Source: an optimization exercise on an open RTL-to-GDS flow (aim: small area, a short achievable clock period and few clock cycles per item). Production flows keep margins and buffers that such runs may drop. At most, simulation tests tie the RTL to the original design; equivalence was not proved.

== build 12 ==
==> flow/design.v (excerpt) <==
module fmul_pipe (
    input  logic        clk,
    input  logic        rst,
    input  logic        in_valid,
    output logic        in_ready,
    input  logic [31:0] in_a,
    input  logic [31:0] in_b,
    input  logic [1:0]  in_rm,
    input  logic [3:0]  in_tag,
    output logic        out_valid,
    input  logic        out_ready,
    output logic [31:0] out_res,
    output logic [4:0]  out_flags,
    output logic [3:0]  out_tag
);
    logic v0_q, v1_q, ov_q, sv_q, rdy_q;
    logic en, out_free;
    assign en       = ~sv_q;
    assign out_free = ~ov_q | out_ready;
    assign in_ready = rdy_q;
    logic [31:0] a0_q, b0_q;
    logic [1:0]  rm0_q;
    logic [3:0]  tag0_q;
    always_ff @(posedge clk) begin
        if (en) begin
            a0_q   <= in_a;
            b0_q   <= in_b;
            rm0_q  <= in_rm;
            tag0_q <= in_tag;
        end
    end
    function automatic logic [4:0] lzc24(input logic [23:0] v);
        logic [31:0] w;
        logic [15:0] v1;
        logic [15:0] c1;
        logic [7:0]  v2;
        logic [15:0] c2;
        logic [3:0]  v3;
        logic [11:0] c3;
        logic [1:0]  v4;
        logic [7:0]  c4;
        w = {v, 8'hFF};
        for (int i = 0; i < 16; i++) begin
            v1[i] = w[2*i+1] | w[2*i];
            c1[i] = ~w[2*i+1];
        end
        for (int i = 0; i < 8; i++) begin
            v2[i] = v1[2*i+1] | v1[2*i];
            c2[2*i +: 2] = v1[2*i+1] ? {1'b0, c1[2*i+1]} : {1'b1, c1[2*i]};
        end
        for (int i = 0; i < 4; i++) begin
            v3[i] = v2[2*i+1] | v2[2*i];
            c3[3*i +: 3] = v2[2*i+1] ? {1'b0, c2[2*(2*i+1) +: 2]} : {1'b1, c2[2*(2*i) +: 2]};
        end
        for (int i = 0; i < 2; i++) begin
            v4[i] = v3[2*i+1] | v3[2*i];
  ...
Size: ~120 I/O pins, ~25000 um2 of cells after synthesis.
clock: 36.0 ns
lec_check: 0
abc_area: 1
cap_margin: 20
core_margin: 2
core_utilization: 60
slew_margin: 20
standard.sh (not shown) runs the stock make flow with config.mk's settings and CLKGATE_MAP_FILE= SYNTH_SCRIPT=/design/flow/synth_recipe.tcl, a recipe that flattens the netlist after the stock synthesis.
==> flow/flow/run.sh <==
#!/bin/bash
# Own layout flow: the standard ORFS flow (standard.sh, unchanged synthesis), with
#  - after synthesis, flow/polarity.py moves inverters off full-adder inputs where that
#    removes inverters (a full adder is self-dual; an XOR and an XNOR swap freely);
#    registers are not touched;
#  - the ports buffered by plain buffers instead of ORFS's default pick, a delay buffer:
#    buf_4, and then buf_1 on the inputs (flow/inbuf.tcl);
#  - clock tree synthesis without dummy loads;
set -euo pipefail
cd "$(dirname "$0")/.."
MARGIN=$(cat flow/margin.txt)
export BUFFER_PORTS_ARGS="-buffer_cell sky130_fd_sc_hd__buf_4"
export PRE_RESIZE_TCL="$PWD/flow/inbuf.tcl"
export SETUP_SLACK_MARGIN=$MARGIN
# Clock tree: larger sink clusters than the default, without dummy loads.
export CTS_ARGS="-sink_clustering_enable -sink_clustering_size 25 -sink_clustering_max_diameter 150 -repair_clock_nets -dont_use_dummy_load"
RES="$PWD/orfs/results/sky130hd/fmul_pipe/base"
bash standard.sh "$RES/1_2_yosys.v" > flow_synth.log 2>&1
cp "$RES/1_2_yosys.v" 1_2_yosys.orig.v
python3 flow/polarity.py 1_2_yosys.orig.v "$RES/1_2_yosys.v" > flow_polarity.log 2>&1
bash standard.sh SETUP_SLACK_MARGIN=$MARGIN finish > flow_make.log 2>&1
==> flow/flow/inbuf.tcl <==
# Sourced by ORFS's resize.tcl (PRE_RESIZE_TCL), after the ports were buffered with
# buf_4: an input port's buffer only drives the net into the design, so it becomes a
# buf_1; repair_design and the timing repair that follow size it up where needed.
set buf1 [[ord::get_db] findMaster sky130_fd_sc_hd__buf_1]
set block [ord::get_db_block]
foreach bterm [$block getBTerms] {
  if { [$bterm getIoType] ne "INPUT" } { continue }
  set net [$bterm getNet]
  if { $net eq "NULL" || [$net getSigType] eq "CLOCK" } { continue }
  foreach iterm [$net getITerms] {
    set inst [$iterm getInst]
    if { [[$inst getMaster] getName] eq "sky130_fd_sc_hd__buf_4" } {
      $inst swapMaster $buf1
    }
  }
}
==> flow/flow/margin.txt <==
27.8
Other scripts of this flow, unchanged in this note and not shown: flow/flow/polarity.py
Having completed the whole flow, build 12 delivered a layout that passed the timing, design-rule and antenna checks.
Testbench counts of build 12, summed over its fixed seeds: cycles 32,024, items 32,000.
### build 12 -> build 30
- a change of CORE_UTILIZATION from 60 to 65
--- a/flow/flow/run.sh
+++ b/flow/flow/run.sh
@@ -7 +7 @@
-#    buf_4, and then buf_1 on the inputs (flow/inbuf.tcl);
+#    buf_2, and then buf_1 on the inputs (flow/inbuf.tcl);
@@ -12 +12 @@
-export BUFFER_PORTS_ARGS="-buffer_cell sky130_fd_sc_hd__buf_4"
+export BUFFER_PORTS_ARGS="-buffer_cell sky130_fd_sc_hd__buf_2"
--- a/flow/flow/inbuf.tcl
+++ b/flow/flow/inbuf.tcl
@@ -2 +2 @@
-# buf_4: an input port's buffer only drives the net into the design, so it becomes a
+# buf_2: an input port's buffer only drives the net into the design, so it becomes a
@@ -12 +12 @@
-    if { [[$inst getMaster] getName] eq "sky130_fd_sc_hd__buf_4" } {
+    if { [[$inst getMaster] getName] eq "sky130_fd_sc_hd__buf_2" } {
==> flow/flow/margin.txt <==
27.75
## What came out
When the final numbers for build 12 and build 30 were put side by side, the total number of vias turned out to be smaller in build 12. Build 30: y dimension of the die 3.8% below build 12. Going from build 12 to build 30, standard cell core area fell by 3300 um2; final worst setup slack rose by 0.017 ns; count of non-filler cells in the finished layout fell by 28; maximum frequency stayed essentially flat. | count of non-CTS buffers in the layout | build 30 vs build 12 | 4 lower |. The share of the final layout cell area in sequential cells of build 30 is higher than that of build 12. Compared build 12 against build 30.
Input changes introduced in build 8 (baseline for comparison: build 30):
- swapping 65 for 60 in CORE_UTILIZATION
==> flow/flow/margin.txt <==
27.8
The number of global-route vias before repair of build 8 is lower than that of build 30. Final critical delay including setup and external delays in build 8 is 0.076 ns above build 30. Build 8 -> build 30: H-tree depth delta 0, exact match. Build 8: worst hold slack 0.0065 ns above build 30. NOTE: violation count after the first detailed-route iteration in build 8 falls short of that of build 30.

---

Setup of build 18:
Another version of the RTL of fmul_pipe (not shown whole).
For scale: about 3500 cells after synthesis, ~120 I/O pins, about 28000 sq um of cells after synthesis.
Design fmul_pipe, start of the top module:
module fmul_pipe (
    input  logic        clk,
    input  logic        rst,
    input  logic        in_valid,
    output logic        in_ready,
    input  logic [31:0] in_a,
    input  logic [31:0] in_b,
    input  logic [1:0]  in_rm,
    input  logic [3:0]  in_tag,
    output logic        out_valid,
    input  logic        out_ready,
    output logic [31:0] out_res,
    output logic [4:0]  out_flags,
    output logic [3:0]  out_tag
);
    logic v0_q, v1_q, ov_q, sv_q, rdy_q;
    logic en, out_free;
    assign en       = ~sv_q;
    assign out_free = ~ov_q | out_ready;
    assign in_ready = rdy_q;
    logic [31:0] a0_q, b0_q;
    logic [1:0]  rm0_q;
    logic [3:0]  tag0_q;
    always_ff @(posedge clk) begin
        if (en) begin
            a0_q   <= in_a;
            b0_q   <= in_b;
            rm0_q  <= in_rm;
            tag0_q <= in_tag;
        end
    end
    function automatic logic [4:0] lzc24(input logic [23:0] v);
        logic [31:0] w;
        logic [15:0] v1;
        logic [15:0] c1;
        logic [7:0]  v2;
        logic [15:0] c2;
        logic [3:0]  v3;
        logic [11:0] c3;
        logic [1:0]  v4;
        logic [7:0]  c4;
        w = {v, 8'hFF};
        for (int i = 0; i < 16; i++) begin
            v1[i] = w[2*i+1] | w[2*i];
            c1[i] = ~w[2*i+1];
        end
        for (int i = 0; i < 8; i++) begin
            v2[i] = v1[2*i+1] | v1[2*i];
            c2[2*i +: 2] = v1[2*i+1] ? {1'b0, c1[2*i+1]} : {1'b1, c1[2*i]};
        end
        for (int i = 0; i < 4; i++) begin
            v3[i] = v2[2*i+1] | v2[2*i];
            c3[3*i +: 3] = v2[2*i+1] ? {1'b0, c2[2*(2*i+1) +: 2]} : {1'b1, c2[2*(2*i) +: 2]};
        end
        for (int i = 0; i < 2; i++) begin
            v4[i] = v3[2*i+1] | v3[2*i];
            c4[4*i +: 4] = v3[2*i+1] ? {1'b0, c3[3*(2*i+1) +: 3]} : {1'b1, c3[3*(2*i) +: 3]};
        end
        lzc24 = v4[1] ? {1'b0, c4[7:4]} : {1'b1, c4[3:0]};
    endfunction
    function automatic logic [4:0] tzc24(input logic [23:0] v);
        logic [23:0] r;
        for (int i = 0; i < 24; i++)
            r[i] = v[23-i];
        tzc24 = lzc24(r);
    endfunction
    logic        sa, sb;
    logic [7:0]  ea, eb;
    logic [22:0] fa, fb;
    logic        a_sub, b_sub, a_fz, b_fz, a_emax, b_emax;
  ...
Settings: LEC_CHECK=0, ABC_AREA=1, CAP_MARGIN=20, CORE_MARGIN=2, CORE_UTILIZATION=65, SLEW_MARGIN=20; clock period 36.0 ns.
run.sh (not shown) runs the stock make flow with config.mk's settings and CLKGATE_MAP_FILE= SYNTH_SCRIPT=/design/flow/synth_recipe.tcl, a recipe that flattens the netlist after the stock synthesis.
Stock flow here: none of the scripts above is used.
Per the final summary, build 18 finished and its layout is clean on timing, DRC and antenna.
Here is what was changed in the inputs of build 49 compared with build 18.
- swapping 65 for 40 in CORE_UTILIZATION
- clearing ABC_AREA, which used to be 1
Findings:
Diff build 18 -> build 49: global-route usage -14 points, post-route fraction of the period consumed by the critical path +1.7 points, die width +about 40%, worst setup slack -620 ps, layout cell share with drive strength beyond 1 +0.49 points. Between build 49 and build 18, the worst hold slack after final layout is higher for build 18.
Function was not checked in any run of this note: the RTL went through the layout flow alone.

---

fmul_pipe, a different RTL version from the one above (not shown whole).
Size in the first run: roughly 2,700 cells after synthesis, about 0.025 sq mm of cells after synthesis.
// fmul_pipe
module fmul_pipe (
    input  logic        clk,
    input  logic        rst,
    input  logic        in_valid,
    output logic        in_ready,
    input  logic [31:0] in_a,
    input  logic [31:0] in_b,
    input  logic [1:0]  in_rm,
    input  logic [3:0]  in_tag,
    output logic        out_valid,
    input  logic        out_ready,
    output logic [31:0] out_res,
    output logic [4:0]  out_flags,
    output logic [3:0]  out_tag
);
    logic v0_q, v1_q, ov_q, sv_q, rdy_q;
    logic en, out_free;
    assign en       = ~sv_q;
    assign out_free = ~ov_q | out_ready;
    assign in_ready = rdy_q;
    logic [31:0] a0_q, b0_q;
    logic [1:0]  rm0_q;
    logic [3:0]  tag0_q;
    always_ff @(posedge clk) begin
        if (en) begin
            a0_q   <= in_a;
            b0_q   <= in_b;
            rm0_q  <= in_rm;
            tag0_q <= in_tag;
        end
    end
    function automatic logic [4:0] lzc24(input logic [23:0] v);
        logic [31:0] w;
        logic [15:0] v1;
        logic [15:0] c1;
        logic [7:0]  v2;
        logic [15:0] c2;
        logic [3:0]  v3;
        logic [11:0] c3;
        logic [1:0]  v4;
        logic [7:0]  c4;
        w = {v, 8'hFF};
        for (int i = 0; i < 16; i++) begin
            v1[i] = w[2*i+1] | w[2*i];
            c1[i] = ~w[2*i+1];
        end
        for (int i = 0; i < 8; i++) begin
            v2[i] = v1[2*i+1] | v1[2*i];
            c2[2*i +: 2] = v1[2*i+1] ? {1'b0, c1[2*i+1]} : {1'b1, c1[2*i]};
        end
        for (int i = 0; i < 4; i++) begin
            v3[i] = v2[2*i+1] | v2[2*i];
            c3[3*i +: 3] = v2[2*i+1] ? {1'b0, c2[2*(2*i+1) +: 2]} : {1'b1, c2[2*(2*i) +: 2]};
  ...
Settings: LEC_CHECK=0, ABC_AREA=1, CAP_MARGIN=20, CORE_MARGIN=2, CORE_UTILIZATION=68, PLACE_DENSITY=0.9, SLEW_MARGIN=20; clock period 36.0 ns.
standard.sh (not shown) runs the stock make flow with config.mk's settings and CLKGATE_MAP_FILE= SYNTH_SCRIPT=/design/flow/synth_recipe.tcl, a recipe that flattens the netlist after the stock synthesis.
==> flow/flow/run.sh <==
#!/bin/bash
# Own layout flow: the standard ORFS flow (standard.sh, unchanged synthesis), with
#  - after synthesis, flow/polarity.py moves inverters off full-adder inputs where that
#    removes inverters (a full adder is self-dual; an XOR and an XNOR swap freely);
#    registers are not touched;
#  - the ports buffered by plain buffers instead of ORFS's default pick, a delay buffer:
#    buf_2, and then buf_1 on the inputs (flow/inbuf.tcl);
#  - clock tree synthesis without dummy loads;
set -euo pipefail
cd "$(dirname "$0")/.."
MARGIN=$(cat flow/margin.txt)
export BUFFER_PORTS_ARGS="-buffer_cell sky130_fd_sc_hd__buf_2"
export PRE_RESIZE_TCL="$PWD/flow/inbuf.tcl"
export SETUP_SLACK_MARGIN=$MARGIN
# Clock tree: larger sink clusters than the default, without dummy loads.
export CTS_ARGS="-sink_clustering_enable -sink_clustering_size 25 -sink_clustering_max_diameter 150 -repair_clock_nets -dont_use_dummy_load"
RES="$PWD/orfs/results/sky130hd/fmul_pipe/base"
bash standard.sh "$RES/1_2_yosys.v" > flow_synth.log 2>&1
cp "$RES/1_2_yosys.v" 1_2_yosys.orig.v
python3 flow/polarity.py 1_2_yosys.orig.v "$RES/1_2_yosys.v" > flow_polarity.log 2>&1
bash standard.sh SETUP_SLACK_MARGIN=$MARGIN finish > flow_make.log 2>&1
Other scripts of this flow, unchanged in this note and not shown: flow/flow/inbuf.tcl, flow/flow/margin.txt, flow/flow/polarity.py
The first run finished clean.
Testbench counts at the start, summed over its fixed seeds: cycles 32,024, items 32,000.
Then changed:
Settings changed: CORE_UTILIZATION 68 to 65, PLACE_DENSITY 0.9 to 0.85.
Design area increases by 0.37%. Utilization decreases by 3.5 points. Flip-flop and latch count is unchanged.

---

Starting RTL as in the previous note.
Settings: LEC_CHECK=0, ABC_AREA=1, CAP_MARGIN=0, CORE_MARGIN=2, CORE_UTILIZATION=65, SLEW_MARGIN=0; clock period 36.0 ns.
Scripts as last shown in full above: flow/flow/run.sh
Other scripts of this flow, unchanged in this note and not shown: flow/flow/inbuf.tcl, flow/flow/margin.txt, flow/flow/polarity.py
Testbench counts at the start, summed over its fixed seeds: cycles 32,024, items 32,000.
Change:
CAP_MARGIN = 20   (was 0)
SLEW_MARGIN = 20   (was 0)
Effect: Flip-flop and latch count does not change; global-route usage does not change; non-clock buffer count does not change; setup slack barely changes; count of clock-buffer cells in the layout is unchanged; maximum frequency barely changes; die area is unchanged.

==> what the ideal ports hide <==
The flow's constraints put no driver on any port. The routed layouts listed below were extracted and timed again, unchanged, in two steps. Step 1 sets driving cells, clkbuf_16 on the clock port and buf_2 on the other inputs (assumed; they add their load-dependent delay and slew). Step 2 also shifts input and output timing later by t, the mid clock arrival at the registers, as if the neighbouring blocks saw the same clock. Three values: no drivers, after step 1, after step 2; two values: the first two.
run | t (ns) | setup WS [ns] | hold WS [ns] | pins driven straight from the clock port
build 12 | 0.539 | 27.703 / 27.646 / 27.532 | 0.426 / 0.426 / 0.426 | 1
build 30 | 0.531 | 27.719 / 27.665 / 27.578 | 0.420 / 0.420 / 0.420 | 1
build 8 | 0.540 | 27.643 / 27.585 / 27.530 | 0.426 / 0.426 / 0.426 | 1
build 18 | 0.593 | 27.208 / 27.147 / 27.374 | 0.428 / 0.428 / 0.428 | 1
build 49 | 0.646 | 26.588 / 26.588 / 26.588 | 0.420 / 0.420 / 0.420 | 1
the first run of note 3 | 0.512 | 27.731 / 27.684 / 27.618 | 0.426 / 0.426 / 0.426 | 1
the second run of note 3 | 0.519 | 27.761 / 27.713 / 27.617 | 0.427 / 0.427 / 0.427 | 1
the first run of note 4 | 0.540 | 27.718 / 27.657 / 27.634 | 0.426 / 0.426 / 0.426 | 1
the second run of note 4 | 0.540 | 27.719 / 27.658 / 27.640 | 0.426 / 0.426 / 0.426 | 1
After both steps every run listed still meets setup and hold. The setup slack of build 12, which loses most, moves by -0.057 ns with the drivers and by -0.171 ns with both steps.
